What follows belongs to an exercise in optimizing a design on an open flow for small area and a short achievable clock period; a production flow would make more cautious choices. Function was checked by simulation only, so behaviour that the tests miss may differ from the original. No driver is modelled on the clock port, so clocking that relies on it looks cheaper here than on a real chip. Power is estimated from default activity; no workload was simulated.

==> run a: inputs <==
==> flow/design.v <==
package l1wb_pkg;
    typedef enum logic {IDLE, PRESENT} drain_state_t;
    function automatic int clog2_min1(input int n);
        clog2_min1 = (n > 1) ? $clog2(n) : 1;
    endfunction
endpackage
module l1wb_fwd_sel
#(
    parameter int DATA_W = 32,
    parameter int WORDS  = 4,
    parameter int DEPTH  = 8
) (
    input  logic [DEPTH-1:0]                         head_i,    
    input  logic [DEPTH-1:0]                         nmatch_i,  
    input  logic [WORDS-1:0]                         word_i,    
    input  logic [DEPTH-1:0][WORDS*DATA_W-1:0]       data_i,
    input  logic [DEPTH-1:0][WORDS*(DATA_W/8)-1:0]   be_i,
    output logic [DATA_W-1:0]                        data_o,
    output logic [DATA_W/8-1:0]                      be_o
);
    localparam int BE_W = DATA_W / 8;
    for (genvar b = 0; b < BE_W; b++) begin : g_byte
        logic [DEPTH*WORDS-1:0] e, e_head, sel;
        logic                   nh;
        for (genvar i = 0; i < DEPTH; i++) begin : g_ent
            for (genvar w = 0; w < WORDS; w++) begin : g_word
                assign e[i*WORDS + w]      = ~nmatch_i[i] & word_i[w] & be_i[i][w*BE_W + b];
                assign e_head[i*WORDS + w] = head_i[i];
            end
        end
        assign nh       = |(e & ~e_head);
        assign be_o[b]  = |e;
        assign sel      = e & ~(e_head & {DEPTH*WORDS{nh}});
        always_comb begin
            data_o[b*8 +: 8] = '0;
            for (int i = 0; i < DEPTH; i++)
                for (int w = 0; w < WORDS; w++)
                    data_o[b*8 +: 8] = data_o[b*8 +: 8] |
                        ({8{sel[i*WORDS + w]}} & data_i[i][w*DATA_W + b*8 +: 8]);
        end
    end
endmodule
module l1wb_g_xor2 (input logic a, b, output logic y); assign y = a ^ b; endmodule
module l1wb_g_nor2 (input logic a, b, output logic y); assign y = ~(a | b); endmodule
module l1wb_g_nor3 (input logic a, b, c, output logic y); assign y = ~(a | b | c); endmodule
module l1wb_g_nand2 (input logic a, b, output logic y); assign y = ~(a & b); endmodule
module l1wb_g_nand4 (input logic a, b, c, d, output logic y); assign y = ~(a & b & c & d); endmodule
module l1wb_g_inv (input logic a, output logic y); assign y = ~a; endmodule
module l1wb_tag_parts (
    input  logic [27:0] a_i,
    input  logic [27:0] b_i,
    output logic [2:0]  part_o
);
    logic [27:0] x;
    logic [13:0] m2;
    logic [6:0]  m4n;
    for (genvar j = 0; j < 28; j++) begin : g_x
        l1wb_g_xor2 u_x (.a(a_i[j]), .b(b_i[j]), .y(x[j]));
    end
    for (genvar k = 0; k < 14; k++) begin : g_m2
        l1wb_g_nor2 u_m2 (.a(x[2*k]), .b(x[2*k+1]), .y(m2[k]));
    end
    for (genvar l = 0; l < 7; l++) begin : g_m4
        l1wb_g_nand2 u_m4 (.a(m2[2*l]), .b(m2[2*l+1]), .y(m4n[l]));
    end
    l1wb_g_nor3 u_pa (.a(m4n[0]), .b(m4n[1]), .c(m4n[2]), .y(part_o[0]));
    l1wb_g_nor2 u_pb (.a(m4n[3]), .b(m4n[4]), .y(part_o[1]));
    l1wb_g_nor2 u_pc (.a(m4n[5]), .b(m4n[6]), .y(part_o[2]));
endmodule
module l1wb_tag_match (
    input  logic [27:0]      tag_i,
    input  logic [7:0][27:0] tags_i,
    input  logic [7:0]       qual_i,
    output logic [7:0][2:0]  part_o,
    output logic [7:0]       nmatch_o
);
    for (genvar i = 0; i < 8; i++) begin : g_ent
        l1wb_tag_parts u_cmp (.a_i(tag_i), .b_i(tags_i[i]), .part_o(part_o[i]));
        l1wb_g_nand4 u_hit (.a(part_o[i][0]), .b(part_o[i][1]), .c(part_o[i][2]), .d(qual_i[i]),
                            .y(nmatch_o[i]));
    end
endmodule
module l1wb_st_ready (
    input  logic             free_i,
    input  logic [7:0]       cand_i,
    input  logic [27:0]      tag_i,
    input  logic [7:0][27:0] tags_i,
    output logic [7:0][2:0]  part_o,
    output logic             ready_o
);
    logic [7:0] nhit;
    logic       h0, h1, nready;
    l1wb_tag_match u_match (.tag_i(tag_i), .tags_i(tags_i), .qual_i(cand_i), .part_o(part_o),
                            .nmatch_o(nhit));
    l1wb_g_nand4 u_h0 (.a(nhit[0]), .b(nhit[1]), .c(nhit[2]), .d(nhit[3]), .y(h0));
    l1wb_g_nand4 u_h1 (.a(nhit[4]), .b(nhit[5]), .c(nhit[6]), .d(nhit[7]), .y(h1));
    l1wb_g_nor3  u_or (.a(h0), .b(h1), .c(free_i), .y(nready));
    l1wb_g_inv   u_rd (.a(nready), .y(ready_o));
endmodule
module l1_merge_write_buffer
#(
    parameter  int DATA_W    = 32,
    parameter  int ADDR_W    = 32,
    parameter  int DEPTH     = 8,
    parameter  int WORDS     = 4,
    parameter  int DRAIN_THR = DEPTH / 2,
    parameter  int AGE_MAX   = 64,
    localparam int BE_W      = DATA_W / 8,
    localparam int OFF_W     = $clog2(WORDS * BE_W),
    localparam int TAG_W     = ADDR_W - OFF_W,
    localparam int CNT_W     = $clog2(DEPTH) + 1
) (
    input  logic                    clk_l1,
    input  logic                    rst_n,
    input  logic                    st_valid_i,
    output logic                    st_ready_o,
    input  logic [ADDR_W-1:0]       st_addr_i,
    input  logic [DATA_W-1:0]       st_data_i,
    input  logic [BE_W-1:0]         st_be_i,
    input  logic [ADDR_W-1:0]       ld_addr_i,
    output logic [DATA_W-1:0]       ld_fwd_data_o,
    output logic [BE_W-1:0]         ld_fwd_be_o,
    output logic                    ld_fwd_full_o,
    output logic                    dr_valid_o,
    input  logic                    dr_ready_i,
    output logic [TAG_W-1:0]        dr_tag_o,
    output logic [WORDS*DATA_W-1:0] dr_data_o,
    output logic [WORDS*BE_W-1:0]   dr_be_o,
    input  logic                    flush_i,
    output logic                    flush_done_o,
    output logic                    full_o,
    output logic                    empty_o,
    output logic [CNT_W-1:0]        count_o
);
    localparam int WSEL_W = l1wb_pkg::clog2_min1(WORDS);
    localparam int BSEL_W = $clog2(BE_W);
    localparam int AGE_W  = l1wb_pkg::clog2_min1(AGE_MAX + 1);
    logic [DEPTH-1:0]                   vld_q;
    logic [DEPTH-1:0][TAG_W-1:0]        tag_q;
    logic [DEPTH-1:0][WORDS*DATA_W-1:0] data_q;
    logic [DEPTH-1:0][WORDS*BE_W-1:0]   be_q;
    logic [DEPTH-1:0]  w_oh_q, r_oh_q;
    logic [CNT_W-1:0]  count_q;
    logic [AGE_W-1:0]  age_q;
    logic              flush_pend_q;
    l1wb_pkg::drain_state_t state_q;
    logic [DATA_W-1:0] ld_fwd_data_q, fwd_data;
    logic [BE_W-1:0]   ld_fwd_be_q, fwd_be;
    logic [TAG_W-1:0]  st_tag, ld_tag;
    logic [WORDS-1:0]  st_wd, ld_wd;
    logic [DEPTH-1:0]  dsel_q, lock, st_match, wr_free, wr_merge;
    logic              presenting, full, empty, merge_hit, st_acc, alloc, pop, drain_go;
    logic              rdy_free_q;
    logic [DEPTH-1:0]  rdy_cand_q;
    logic [DEPTH-1:0][2:0] st_part;
    logic [DEPTH-1:0]  vld_d, r_oh_d;
    logic [CNT_W-1:0]  count_d;
    logic              flush_pend_d, presenting_d, full_d;
    assign st_tag = st_addr_i[ADDR_W-1:OFF_W];
    assign ld_tag = ld_addr_i[ADDR_W-1:OFF_W];
    assign st_wd  = WORDS'(1) << st_addr_i[OFF_W-1:BSEL_W];
    assign ld_wd  = WORDS'(1) << ld_addr_i[OFF_W-1:BSEL_W];
    assign presenting = (state_q == l1wb_pkg::PRESENT);
    assign full       = (count_q == CNT_W'(DEPTH));
    assign empty      = (count_q == '0);
    assign lock = dsel_q;
    always_comb
        for (int i = 0; i < DEPTH; i++)
            st_match[i] = vld_q[i] && !lock[i] && (&st_part[i]);
    assign merge_hit = |st_match;
    logic [DEPTH-1:0]      ld_nmatch;
    logic [DEPTH-1:0][2:0] ld_part_unused;
    l1wb_tag_match u_ld_match (
        .tag_i    (ld_tag),
        .tags_i   (tag_q),
        .qual_i   (vld_q),
        .part_o   (ld_part_unused),
        .nmatch_o (ld_nmatch)
    );
    l1wb_fwd_sel #(.DATA_W(DATA_W), .WORDS(WORDS), .DEPTH(DEPTH)) u_fwd (
        .head_i  (r_oh_q),
        .nmatch_i (ld_nmatch),
        .word_i  (ld_wd),
        .data_i  (data_q),
        .be_i    (be_q),
        .data_o  (fwd_data),
        .be_o    (fwd_be)
    );
    assign full_o       = full;
    assign empty_o      = empty;
    assign count_o      = count_q;
    l1wb_st_ready u_ready (
        .free_i  (rdy_free_q),
        .cand_i  (rdy_cand_q),
        .tag_i   (st_tag),
        .tags_i  (tag_q),
        .part_o  (st_part),
        .ready_o (st_ready_o)
    );
    assign st_acc       = st_valid_i && !flush_pend_q && (!full || merge_hit);
    assign alloc        = st_acc && !merge_hit;
    assign pop          = presenting && dr_ready_i;
    assign flush_done_o = flush_pend_q && empty;
    assign drain_go     = !empty && (count_q >= CNT_W'(DRAIN_THR) || flush_pend_q ||
                          (AGE_MAX != 0 && age_q == AGE_W'(AGE_MAX)));
    assign wr_free  = full ? '0 : w_oh_q;
    assign wr_merge = (st_valid_i && !flush_pend_q) ? st_match : '0;
    assign ld_fwd_data_o = ld_fwd_data_q;
    assign ld_fwd_be_o   = ld_fwd_be_q;
    assign vld_d = (vld_q & ~(pop ? r_oh_q : '0)) | (alloc ? w_oh_q : '0);
    assign r_oh_d = pop ? {r_oh_q[DEPTH-2:0], r_oh_q[DEPTH-1]} : r_oh_q;
    always_comb
        case ({alloc, pop})
            2'b10:   count_d = count_q + 1'b1;
            2'b01:   count_d = count_q - 1'b1;
            default: count_d = count_q;
        endcase
    assign full_d = full ? !pop : (count_q == CNT_W'(DEPTH - 1) && alloc && !pop);
    assign flush_pend_d = flush_i || (flush_pend_q && !empty);
    assign presenting_d = presenting ? !dr_ready_i : drain_go;
    always_ff @(posedge clk_l1 or negedge rst_n) begin
        if (!rst_n) begin
            vld_q         <= '0;
            w_oh_q        <= DEPTH'(1);
            r_oh_q        <= DEPTH'(1);
            count_q       <= '0;
            age_q         <= '0;
            flush_pend_q  <= 1'b0;
            state_q       <= l1wb_pkg::IDLE;
            rdy_free_q    <= 1'b1;
            rdy_cand_q    <= '0;
            dsel_q        <= '0;
            ld_fwd_data_q <= '0;
            ld_fwd_be_q   <= '0;
            ld_fwd_full_o <= 1'b0;
        end else begin
            vld_q <= vld_d;
            if (alloc) w_oh_q <= {w_oh_q[DEPTH-2:0], w_oh_q[DEPTH-1]};
            r_oh_q  <= r_oh_d;
            count_q <= count_d;
            if (pop)
                age_q <= '0;
            else if (!presenting && !empty && age_q != AGE_W'(AGE_MAX))
                age_q <= age_q + 1'b1;
            flush_pend_q <= flush_pend_d;
            state_q      <= presenting_d ? l1wb_pkg::PRESENT : l1wb_pkg::IDLE;
            dsel_q       <= presenting_d ? r_oh_d : '0;
            rdy_free_q   <= !flush_pend_d && !full_d;
            rdy_cand_q   <= (!flush_pend_d && full_d) ? ~(presenting_d ? r_oh_d : '0) : '0;
            ld_fwd_data_q <= fwd_data;
            ld_fwd_be_q   <= fwd_be;
            ld_fwd_full_o <= &fwd_be;
        end
    end
    always_ff @(posedge clk_l1) begin
        for (int i = 0; i < DEPTH; i++) begin
            if (wr_free[i]) tag_q[i] <= st_tag;
            for (int w = 0; w < WORDS; w++)
                for (int b = 0; b < BE_W; b++) begin
                    if (wr_free[i]) begin
                        data_q[i][w*DATA_W + b*8 +: 8] <= st_data_i[b*8 +: 8];
                        be_q[i][w*BE_W + b]            <= st_wd[w] && st_be_i[b];
                    end else if (wr_merge[i] && st_wd[w] && st_be_i[b]) begin
                        data_q[i][w*DATA_W + b*8 +: 8] <= st_data_i[b*8 +: 8];
                        be_q[i][w*BE_W + b]            <= 1'b1;
                    end
                end
        end
    end
    always_comb begin
        dr_valid_o = presenting;
        dr_tag_o   = '0;
        dr_data_o  = '0;
        dr_be_o    = '0;
        for (int i = 0; i < DEPTH; i++) begin
            dr_tag_o  = dr_tag_o  | (dsel_q[i] ? tag_q[i]  : '0);
            dr_data_o = dr_data_o | (dsel_q[i] ? data_q[i] : '0);
            dr_be_o   = dr_be_o   | (dsel_q[i] ? be_q[i]   : '0);
        end
    end
endmodule
==> flow/flow/run.sh <==
#!/bin/bash
# The standard layout with three changes: the port buffers are buf_2 cells instead of the
# default pick, clock tree synthesis inserts no dummy loads, and after clock tree synthesis
# one more setup repair runs that may change cell footprints (flow/post_cts.tcl).
set -euo pipefail
cd "$(dirname "$0")/.."
export BUFFER_PORTS_ARGS="-buffer_cell sky130_fd_sc_hd__buf_2"
export CTS_ARGS="-sink_clustering_enable -repair_clock_nets -sink_clustering_size 20 -sink_clustering_max_diameter 80 -buf_list sky130_fd_sc_hd__clkbuf_16 -dont_use_dummy_load"
export POST_CTS_TCL="$(pwd)/flow/post_cts.tcl"
bash standard.sh finish > orfs_flow.log 2>&1
==> flow/flow/post_cts.tcl <==
# Extra setup repair after clock tree synthesis, free to change cell footprints.
log_cmd repair_timing -setup -setup_margin 4.6 -repair_tns 100 -verbose
log_cmd detailed_placement
check_placement -verbose
==> flow/standard.sh <==
#!/bin/bash
# synth_recipe.tcl (not shown) runs the flow's synth.tcl, then flattens the netlist and writes it again
# the make line also repeats each setting of config.mk as NAME=value (left out here)
make -C /OpenROAD-flow-scripts/flow DESIGN_CONFIG=/design/flow/config.mk WORK_HOME=/design/flow/orfs CLKGATE_MAP_FILE= SYNTH_SCRIPT=/design/flow/synth_recipe.tcl "${@:-finish}"
==> flow/config.mk <==
export PLATFORM = sky130hd
export DESIGN_NAME = l1_merge_write_buffer
export DESIGN_NICKNAME = l1_merge_write_buffer
export VERILOG_FILES = /design/flow/design.v
export SDC_FILE = /design/flow/constraint.sdc
export NUM_CORES = 4
export LEC_CHECK = 0
export CAP_MARGIN = 20
export CORE_MARGIN = 2
export CORE_UTILIZATION = 50
export PLACE_DENSITY = 0.75
export SETUP_SLACK_MARGIN = 4.3
export SLEW_MARGIN = 20
export SYNTH_HIERARCHICAL = 1
==> flow/constraint.sdc <==
create_clock -name core_clock -period 10.0 [get_ports {clk_l1}]
set_input_delay 2.0000 -clock core_clock [delete_from_list [all_inputs] [get_ports {clk_l1}]]
set_output_delay 2.0000 -clock core_clock [all_outputs]
set_load 0.01 [all_outputs]
==> run b: changes against run a <==
--- a/flow/design.v
+++ b/flow/design.v
@@ -13,3 +13,3 @@
     input  logic [DEPTH-1:0]                         head_i,    
-    input  logic [DEPTH-1:0]                         nmatch_i,  
+    input  logic [DEPTH-1:0]                         match_i,   
     input  logic [WORDS-1:0]                         word_i,    
@@ -26,3 +26,3 @@
             for (genvar w = 0; w < WORDS; w++) begin : g_word
-                assign e[i*WORDS + w]      = ~nmatch_i[i] & word_i[w] & be_i[i][w*BE_W + b];
+                assign e[i*WORDS + w]      = match_i[i] & word_i[w] & be_i[i][w*BE_W + b];
                 assign e_head[i*WORDS + w] = head_i[i];
@@ -41,59 +41,2 @@
     end
-endmodule
-module l1wb_g_xor2 (input logic a, b, output logic y); assign y = a ^ b; endmodule
-module l1wb_g_nor2 (input logic a, b, output logic y); assign y = ~(a | b); endmodule
-module l1wb_g_nor3 (input logic a, b, c, output logic y); assign y = ~(a | b | c); endmodule
-module l1wb_g_nand2 (input logic a, b, output logic y); assign y = ~(a & b); endmodule
-module l1wb_g_nand4 (input logic a, b, c, d, output logic y); assign y = ~(a & b & c & d); endmodule
-module l1wb_g_inv (input logic a, output logic y); assign y = ~a; endmodule
-module l1wb_tag_parts (
-    input  logic [27:0] a_i,
-    input  logic [27:0] b_i,
-    output logic [2:0]  part_o
-);
-    logic [27:0] x;
-    logic [13:0] m2;
-    logic [6:0]  m4n;
-    for (genvar j = 0; j < 28; j++) begin : g_x
-        l1wb_g_xor2 u_x (.a(a_i[j]), .b(b_i[j]), .y(x[j]));
-    end
-    for (genvar k = 0; k < 14; k++) begin : g_m2
-        l1wb_g_nor2 u_m2 (.a(x[2*k]), .b(x[2*k+1]), .y(m2[k]));
-    end
-    for (genvar l = 0; l < 7; l++) begin : g_m4
-        l1wb_g_nand2 u_m4 (.a(m2[2*l]), .b(m2[2*l+1]), .y(m4n[l]));
-    end
-    l1wb_g_nor3 u_pa (.a(m4n[0]), .b(m4n[1]), .c(m4n[2]), .y(part_o[0]));
-    l1wb_g_nor2 u_pb (.a(m4n[3]), .b(m4n[4]), .y(part_o[1]));
-    l1wb_g_nor2 u_pc (.a(m4n[5]), .b(m4n[6]), .y(part_o[2]));
-endmodule
-module l1wb_tag_match (
-    input  logic [27:0]      tag_i,
-    input  logic [7:0][27:0] tags_i,
-    input  logic [7:0]       qual_i,
-    output logic [7:0][2:0]  part_o,
-    output logic [7:0]       nmatch_o
-);
-    for (genvar i = 0; i < 8; i++) begin : g_ent
-        l1wb_tag_parts u_cmp (.a_i(tag_i), .b_i(tags_i[i]), .part_o(part_o[i]));
-        l1wb_g_nand4 u_hit (.a(part_o[i][0]), .b(part_o[i][1]), .c(part_o[i][2]), .d(qual_i[i]),
-                            .y(nmatch_o[i]));
-    end
-endmodule
-module l1wb_st_ready (
-    input  logic             free_i,
-    input  logic [7:0]       cand_i,
-    input  logic [27:0]      tag_i,
-    input  logic [7:0][27:0] tags_i,
-    output logic [7:0][2:0]  part_o,
-    output logic             ready_o
-);
-    logic [7:0] nhit;
-    logic       h0, h1, nready;
-    l1wb_tag_match u_match (.tag_i(tag_i), .tags_i(tags_i), .qual_i(cand_i), .part_o(part_o),
-                            .nmatch_o(nhit));
-    l1wb_g_nand4 u_h0 (.a(nhit[0]), .b(nhit[1]), .c(nhit[2]), .d(nhit[3]), .y(h0));
-    l1wb_g_nand4 u_h1 (.a(nhit[4]), .b(nhit[5]), .c(nhit[6]), .d(nhit[7]), .y(h1));
-    l1wb_g_nor3  u_or (.a(h0), .b(h1), .c(free_i), .y(nready));
-    l1wb_g_inv   u_rd (.a(nready), .y(ready_o));
 endmodule
@@ -150,10 +93,9 @@
     logic [WORDS-1:0]  st_wd, ld_wd;
-    logic [DEPTH-1:0]  dsel_q, lock, st_match, wr_free, wr_merge;
+    logic [DEPTH-1:0]  dsel, lock, st_match, ld_match, wr_free, wr_merge;
     logic              presenting, full, empty, merge_hit, st_acc, alloc, pop, drain_go;
     logic              rdy_free_q;
-    logic [DEPTH-1:0]  rdy_cand_q;
-    logic [DEPTH-1:0][2:0] st_part;
+    logic [DEPTH-1:0]  rdy_cand_q, rdy_hit;
     logic [DEPTH-1:0]  vld_d, r_oh_d;
     logic [CNT_W-1:0]  count_d;
-    logic              flush_pend_d, presenting_d, full_d;
+    logic              flush_pend_d, presenting_d;
     assign st_tag = st_addr_i[ADDR_W-1:OFF_W];
@@ -165,19 +107,14 @@
     assign empty      = (count_q == '0);
-    assign lock = dsel_q;
+    assign dsel = presenting ? r_oh_q : '0;
+    assign lock = dsel;
     always_comb
         for (int i = 0; i < DEPTH; i++)
-            st_match[i] = vld_q[i] && !lock[i] && (&st_part[i]);
+            st_match[i] = vld_q[i] && !lock[i] && (tag_q[i] == st_tag);
     assign merge_hit = |st_match;
-    logic [DEPTH-1:0]      ld_nmatch;
-    logic [DEPTH-1:0][2:0] ld_part_unused;
-    l1wb_tag_match u_ld_match (
-        .tag_i    (ld_tag),
-        .tags_i   (tag_q),
-        .qual_i   (vld_q),
-        .part_o   (ld_part_unused),
-        .nmatch_o (ld_nmatch)
-    );
+    always_comb
+        for (int i = 0; i < DEPTH; i++)
+            ld_match[i] = vld_q[i] && (tag_q[i] == ld_tag);
     l1wb_fwd_sel #(.DATA_W(DATA_W), .WORDS(WORDS), .DEPTH(DEPTH)) u_fwd (
         .head_i  (r_oh_q),
-        .nmatch_i (ld_nmatch),
+        .match_i (ld_match),
         .word_i  (ld_wd),
@@ -191,10 +128,6 @@
     assign count_o      = count_q;
-    l1wb_st_ready u_ready (
-        .free_i  (rdy_free_q),
-        .cand_i  (rdy_cand_q),
-        .tag_i   (st_tag),
-        .tags_i  (tag_q),
-        .part_o  (st_part),
-        .ready_o (st_ready_o)
-    );
+    always_comb
+        for (int i = 0; i < DEPTH; i++)
+            rdy_hit[i] = rdy_cand_q[i] && (tag_q[i] == st_tag);
+    assign st_ready_o   = rdy_free_q || (|rdy_hit);
     assign st_acc       = st_valid_i && !flush_pend_q && (!full || merge_hit);
@@ -217,3 +150,2 @@
         endcase
-    assign full_d = full ? !pop : (count_q == CNT_W'(DEPTH - 1) && alloc && !pop);
     assign flush_pend_d = flush_i || (flush_pend_q && !empty);
@@ -231,3 +163,2 @@
             rdy_cand_q    <= '0;
-            dsel_q        <= '0;
             ld_fwd_data_q <= '0;
@@ -246,5 +177,5 @@
             state_q      <= presenting_d ? l1wb_pkg::PRESENT : l1wb_pkg::IDLE;
-            dsel_q       <= presenting_d ? r_oh_d : '0;
-            rdy_free_q   <= !flush_pend_d && !full_d;
-            rdy_cand_q   <= (!flush_pend_d && full_d) ? ~(presenting_d ? r_oh_d : '0) : '0;
+            rdy_free_q   <= !flush_pend_d && (count_d != CNT_W'(DEPTH));
+            rdy_cand_q   <= (!flush_pend_d && (count_d == CNT_W'(DEPTH))) ?
+                            (vld_d & ~(presenting_d ? r_oh_d : '0)) : '0;
             ld_fwd_data_q <= fwd_data;
@@ -275,5 +206,5 @@
         for (int i = 0; i < DEPTH; i++) begin
-            dr_tag_o  = dr_tag_o  | (dsel_q[i] ? tag_q[i]  : '0);
-            dr_data_o = dr_data_o | (dsel_q[i] ? data_q[i] : '0);
-            dr_be_o   = dr_be_o   | (dsel_q[i] ? be_q[i]   : '0);
+            dr_tag_o  = dr_tag_o  | (dsel[i] ? tag_q[i]  : '0);
+            dr_data_o = dr_data_o | (dsel[i] ? data_q[i] : '0);
+            dr_be_o   = dr_be_o   | (dsel[i] ? be_q[i]   : '0);
         end
==> flow/run.sh (new file) <==
#!/bin/bash
# synth_recipe.tcl (not shown) runs the flow's synth.tcl, then flattens the netlist and writes it again
# the make line also repeats each setting of config.mk as NAME=value (left out here)
make -C /OpenROAD-flow-scripts/flow DESIGN_CONFIG=/design/flow/config.mk WORK_HOME=/design/flow/orfs CLKGATE_MAP_FILE= SYNTH_SCRIPT=/design/flow/synth_recipe.tcl finish
--- a/flow/config.mk
+++ b/flow/config.mk
@@ -9,4 +9,6 @@
 export CORE_MARGIN = 2
-export CORE_UTILIZATION = 50
-export PLACE_DENSITY = 0.75
+export CORE_UTILIZATION = 45
+export CTS_BUF_LIST = sky130_fd_sc_hd__clkbuf_16
+export CTS_CLUSTER_DIAMETER = 100
+export CTS_CLUSTER_SIZE = 25
 export SETUP_SLACK_MARGIN = 4.3
removed: flow/flow/run.sh
removed: flow/flow/post_cts.tcl
removed: flow/standard.sh
==> run c: changes against run a <==
==> flow/flow/run.sh (replaced) <==
#!/bin/bash
# The standard layout with two changes: the port buffers are buf_2 cells instead of the
# default pick, and clock tree synthesis inserts no dummy loads.
set -euo pipefail
cd "$(dirname "$0")/.."
export BUFFER_PORTS_ARGS="-buffer_cell sky130_fd_sc_hd__buf_2"
export CTS_ARGS="-sink_clustering_enable -repair_clock_nets -sink_clustering_size 20 -sink_clustering_max_diameter 80 -buf_list sky130_fd_sc_hd__clkbuf_16 -dont_use_dummy_load"
bash standard.sh finish > orfs_flow.log 2>&1
removed: flow/flow/post_cts.tcl
==> run d: changes against run a <==
==> flow/flow/run.sh (replaced) <==
#!/bin/bash
# The standard layout with three changes: the port buffers are buf_1 cells instead of the
# default pick, clock tree synthesis inserts no dummy loads, and after clock tree synthesis
# more setup repair runs that may change cell footprints (flow/post_cts.tcl).
set -euo pipefail
cd "$(dirname "$0")/.."
export BUFFER_PORTS_ARGS="-buffer_cell sky130_fd_sc_hd__buf_1"
export CTS_ARGS="-sink_clustering_enable -repair_clock_nets -sink_clustering_size 20 -sink_clustering_max_diameter 80 -buf_list sky130_fd_sc_hd__clkbuf_16 -dont_use_dummy_load"
export POST_CTS_TCL="$(pwd)/flow/post_cts.tcl"
bash standard.sh finish > orfs_flow.log 2>&1
==> flow/flow/post_cts.tcl (replaced) <==
# Extra setup repair after clock tree synthesis, free to change cell footprints. The load
# address inputs and drain outputs are first repaired against tighter I/O delays, then the
# constraint's own delays are restored and the whole design is repaired again.
set_input_delay 2.4 -clock core_clock [get_ports {ld_addr_i[*]}]
set_output_delay 2.3 -clock core_clock [get_ports {dr_data_o[*] dr_be_o[*] dr_tag_o[*]}]
log_cmd repair_timing -setup -setup_margin 4.6 -repair_tns 100 -verbose
set_input_delay 2.0 -clock core_clock [get_ports {ld_addr_i[*]}]
set_output_delay 2.0 -clock core_clock [get_ports {dr_data_o[*] dr_be_o[*] dr_tag_o[*]}]
log_cmd repair_timing -setup -setup_margin 4.6 -repair_tns 100 -verbose
log_cmd detailed_placement
check_placement -verbose
==> comparison table <==
Status: run c no timing/DRC/antenna violations; run b no timing/DRC/antenna violations; run d no timing/DRC/antenna violations; run a no timing/DRC/antenna violations
Hold path startpoint: run c w_oh_q[2]; run b age_q[0]; run d w_oh_q[6]; run a w_oh_q[2]
Weighted congestion reported at the end of routability-driven placement: run c 1.04; run b 1.01; run d 1.01; run a 1.04
Clock network fraction of total power: run c 33.2%; run b 18.3%; run d 32.8%; run a 33.1%
Portion of synthesized cell area occupied by the leading cell type: run c 60.8%; run b 61.4%; run d 60.8%; run a 60.8%
Inverters excl. clock: run c 12; run b 26; run d 12; run a 12
Critical path origin: run c ld_addr_i[4]; run b st_addr_i[19]; run d st_addr_i[12]; run a ld_addr_i[7]
Clock latency reported for the late side of the worst-skew pair: run c 0.77 ns; run b 0.76 ns; run d 0.75 ns; run a 0.78 ns
Net count after synthesis: run c 5238; run b 5089; run d 5238; run a 5238
Power density over the cells: run c 147 nW/um^2; run b 244 nW/um^2; run d 146 nW/um^2; run a 146 nW/um^2
Final wirelength: run c 262000 um; run b 300000 um; run d 265000 um; run a 262000 um
Cells resized by post-CTS repair: run c 13; run b 413; run d -; run a -
Seq area share: run c 59.7%; run b 57.1%; run d 59.4%; run a 59.5%
Routed wire length on met2: run c 112000 um; run b 126000 um; run d 112000 um; run a 112000 um
Compound-gate portion of the synthesized area: run c 18.6%; run b 18.7%; run d 18.6%; run a 18.6%
Number of instances in the synthesized netlist: run c 5127; run b 4978; run d 5127; run a 5127
Overall power consumption: run c 10.7 mW; run b 18.6 mW; run d 10.7 mW; run a 10.7 mW
RSZ-0062 raised after global routing: run c yes; run b yes; run d no; run a no
XOR/XNOR share of the synthesized area: run c 5.89%; run b 5.87%; run d 5.89%; run a 5.89%
Net switching power: run c 2.32 mW; run b 7.00 mW; run d 2.30 mW; run a 2.32 mW
Sequential cell count of the final layout: run c 1467; run b 1459; run d 1467; run a 1467
Switching Share: run c 21.6%; run b 37.7%; run d 21.5%; run a 21.6%
Internal power: run c 8.41 mW; run b 11.6 mW; run d 8.40 mW; run a 8.42 mW
Global-route wire length before repair: run c 362000 um; run b 404000 um; run d 364000 um; run a 362000 um
Mapped Avg Cell Area: run c 13.3 um^2; run b 13.5 um^2; run d 13.3 um^2; run a 13.3 um^2
Flop2flop setup slack: run c 5.17 ns; run b 4.83 ns; run d 5.57 ns; run a 5.34 ns

[static timing again, ports no longer ideal]
The results above use ideal ports. As a check the final layouts listed here were re-extracted and re-timed, cells and wires unchanged.
Step 1 assumes that a clkbuf_16 drives the clock port and a buf_2 every other input.
Step 2, shift: input delay + t, output delay - t, t = (earliest + latest rising clock arrival at the registers) / 2. This alone moves slack from input paths to output paths.
a / b / c = ideal ports / drivers / drivers and shift; a / b = the first two.
run | t (ns) | setup WS [ns] | hold slack, ns | worst setup path after step 2 | pins driven straight from the clock port
run a | 0.811 | 4.352 / 4.335 / 3.555 | 0.518 / 0.518 / 0.518 | input to register | 1
run b | 0.815 | 3.870 / 3.852 / 3.473 | 0.544 / 0.544 / 0.544 | input to register | 1
run c | 0.793 | 4.186 / 4.180 / 3.387 | 0.517 / 0.517 / 0.517 | input to register | 1
run d | 0.780 | 4.445 / 4.402 / 3.765 | 0.514 / 0.514 / 0.514 | input to register | 1
After both steps setup and hold are still met in every run listed. For run c, which loses most, drivers alone change the setup slack by -0.006 ns; drivers and shift together by -0.799 ns.
